What follows belongs to an exercise in optimizing a design on an open flow for small area, a short achievable clock period and few clock cycles per item; a production flow would make more cautious choices.

== maple ==
// line_mem_engine
module line_mem_engine #(
    parameter int WORDS_PER_LINE = 16,
    parameter int LINE_BITS      = 32 * WORDS_PER_LINE
) (
    input  logic                 clk,
    input  logic                 rst,
    input  logic                 req_valid,
    output logic                 req_ready,
    input  logic                 req_wr,
    input  logic [31:0]          req_addr,
    input  logic [LINE_BITS-1:0] req_wdata,
    output logic                 resp_valid,
    output logic [LINE_BITS-1:0] resp_rdata,
    output logic                 mem_valid,
    input  logic                 mem_ready,
    output logic                 mem_we,
    output logic [31:0]          mem_addr,
    output logic [31:0]          mem_wdata,
    input  logic                 mem_rvalid,
    input  logic [31:0]          mem_rdata,
    output logic                 err
);
    localparam int BUF_BITS = LINE_BITS - 32;
    logic        rdy_q;      
    logic        busy_q;     
    logic        val_q;      
    logic        resp_q;
    logic        err_q;
    logic        pend_q;     
    logic [3:0]  cnt_q;      
    logic [4:0]  out_q;      
    logic        rdok_q;     
    logic        bld_q, bsh_q, bhd_q;
    logic        m_free_q;   
    logic        m_wacc_q;   
    logic        m_wlast_q;  
    logic        m_wb0_q;    
    logic        m_wb1_q;    
    logic        we_q;
    logic [25:0] base_q;
    logic [31:0]         wd_q;
    logic [31:0]         rd_q;
    logic [BUF_BITS-1:0] buf_q;
    logic xfer, rd_ok, beat, idle, last_cmd, wfin, last_beat, fin;
    logic rdy_n, val_n, we_n, pend_n, wcmd_n;
    logic [4:0] out_n;
    logic [3:0] cnt_n;
    assign xfer      = val_q & mem_ready;
    assign rd_ok     = rdok_q;
    assign beat      = mem_rvalid & rd_ok;
    assign idle      = rdy_q & ~val_q;
  ...
export LEC_CHECK = 0
export ABC_AREA = 1
export CAP_MARGIN = 20
export CORE_AREA = 6 6 414 414
export CTS_CLUSTER_DIAMETER = 100
export CTS_CLUSTER_SIZE = 22
export DIE_AREA = 0 0 420 420
export SETUP_SLACK_MARGIN = 3
export SLEW_MARGIN = 20
create_clock -name core_clock -period 5.5 [get_ports {clk}]
standard.sh (not shown) runs the stock make flow with config.mk's settings and CLKGATE_MAP_FILE= SYNTH_SCRIPT=/design/flow/synth_recipe.tcl, a recipe that flattens the netlist after the stock synthesis.
==> flow/flow/run.sh <==
#!/bin/bash
# Standard ORFS layout with two changes: the smallest buffer on every input
# and output port instead of the default port-buffer cell, and a pin plan
# (flow/io.tcl) applied before the standard pin placement.
set -euo pipefail
export BUFFER_PORTS_ARGS="-buffer_cell sky130_fd_sc_hd__buf_1"
export PRE_IO_PLACEMENT_TCL="$(pwd)/flow/io.tcl"
bash standard.sh > standard_flow.log 2>&1
==> flow/flow/io.tcl <==
# Pin plan. The memory-port pins, the control pins, word 0 of req_wdata and
# word 15 of resp_rdata sit together in the middle of the bottom edge, next
# to the logic that answers mem_ready and mem_rvalid within the cycle. The
# rest of each of the 32 bit columns of the line buffer gets its pins side
# by side in shift order (word 15 down to word 1 of req_wdata, paired with
# the resp_rdata bit of the buffer word it loads), two columns on the
# bottom edge and ten on each of the others.
set ctl {req_valid req_ready req_wr resp_valid mem_valid mem_ready mem_we mem_rvalid err rst clk}
for {set b 6} {$b < 32} {incr b} { lappend ctl "req_addr\[$b\]" }
for {set b 0} {$b < 32} {incr b} { lappend ctl "mem_addr\[$b\]" }
set half [expr {[llength $ctl] / 2}]
set mid {}
for {set c 0} {$c < 16} {incr c} {
  set k [expr {480 + $c}]
  lappend mid "mem_rdata\[$c\]" "resp_rdata\[$k\]" "req_wdata\[$c\]" "mem_wdata\[$c\]"
}
set mid [concat $mid $ctl]
for {set c 16} {$c < 32} {incr c} {
  set k [expr {480 + $c}]
  lappend mid "mem_rdata\[$c\]" "resp_rdata\[$k\]" "req_wdata\[$c\]" "mem_wdata\[$c\]"
}
set_io_pin_constraint -pin_names $mid -region bottom:* -group -order

proc column_pins {c} {
  set pins {}
  for {set m 14} {$m >= 0} {incr m -1} {
    set k [expr {32 * ($m + 1) + $c}]
    set r [expr {32 * $m + $c}]
    lappend pins "req_wdata\[$k\]" "resp_rdata\[$r\]"
  }
  return $pins
}
set sides {bottom right top left}
set first {0 2 12 22}
set count {2 10 10 10}
for {set s 0} {$s < 4} {incr s} {
  set pins {}
  for {set i 0} {$i < [lindex $count $s]} {incr i} {
    set pins [concat $pins [column_pins [expr {[lindex $first $s] + $i}]]]
  }
  set_io_pin_constraint -pin_names $pins -region [lindex $sides $s]:* -group -order
}
maple completed every stage of the flow, and the final layout passed the timing, design-rule and antenna checks.
For pepper, these inputs were changed with respect to maple:
# maple
export LEC_CHECK = 0
export ABC_AREA = 1
export CAP_MARGIN = 20
export CORE_AREA = 6 6 414 414
export CTS_CLUSTER_DIAMETER = 100
export CTS_CLUSTER_SIZE = 22
export DIE_AREA = 0 0 420 420
export SETUP_SLACK_MARGIN = 3
export SLEW_MARGIN = 20
create_clock -name core_clock -period 5.5 [get_ports {clk}]
# pepper
export LEC_CHECK = 0
export ABC_AREA = 1
export CAP_MARGIN = 20
export CORE_AREA = 6 6 414 414
export CTS_CLUSTER_DIAMETER = 100
export CTS_CLUSTER_SIZE = 22
export DIE_AREA = 0 0 420 420
export SETUP_SLACK_MARGIN = 3.2
export SLEW_MARGIN = 20
create_clock -name core_clock -period 5.5 [get_ports {clk}]
[summary]
pepper against maple: fmax went up by 0.026 GHz, minimum clock period after layout dropped 0.14 ns, met3 usage up 0.24 points, proportion of cell area occupied by multi-input gates has decreased.
Layout overhead on the synthesized area (higher): pepper
Data required time at the worst endpoint across pepper and maple: no real change.
Function was not checked in any run of this note: the RTL went through the layout flow alone.

[static timing again, ports no longer ideal]
The results above use ideal ports. As a check the final layouts listed here were re-extracted and re-timed, cells and wires unchanged.
Step 1 (the two cells are an assumption about what drives the block):
set clk [get_ports {clk}]
set_driving_cell -lib_cell sky130_fd_sc_hd__clkbuf_16 $clk
set_driving_cell -lib_cell sky130_fd_sc_hd__buf_2 [delete_from_list [all_inputs] $clk]
Step 2 times the ports against the registers' clock, not the clock port: input delays grow and output delays shrink by t, the midpoint of the rising clock arrivals with the driver on.
Slacks: no drivers / after step 1 / after step 2; pairs: no drivers / after step 1.
run | t (ns) | setup WS [ns] | worst setup path after step 2 | slew at the worst register clock pin (ns)
maple | 0.663 | 3.065 / 3.002 / 2.662 | input to register | 0.10 / 0.10
pepper | 0.663 | 3.210 / 3.143 / 2.731 | input to register | 0.10 / 0.10
After both steps setup and hold are still met in every run listed. The setup slack of pepper, which loses most, moves by -0.067 ns with the drivers and by -0.479 ns with both steps.
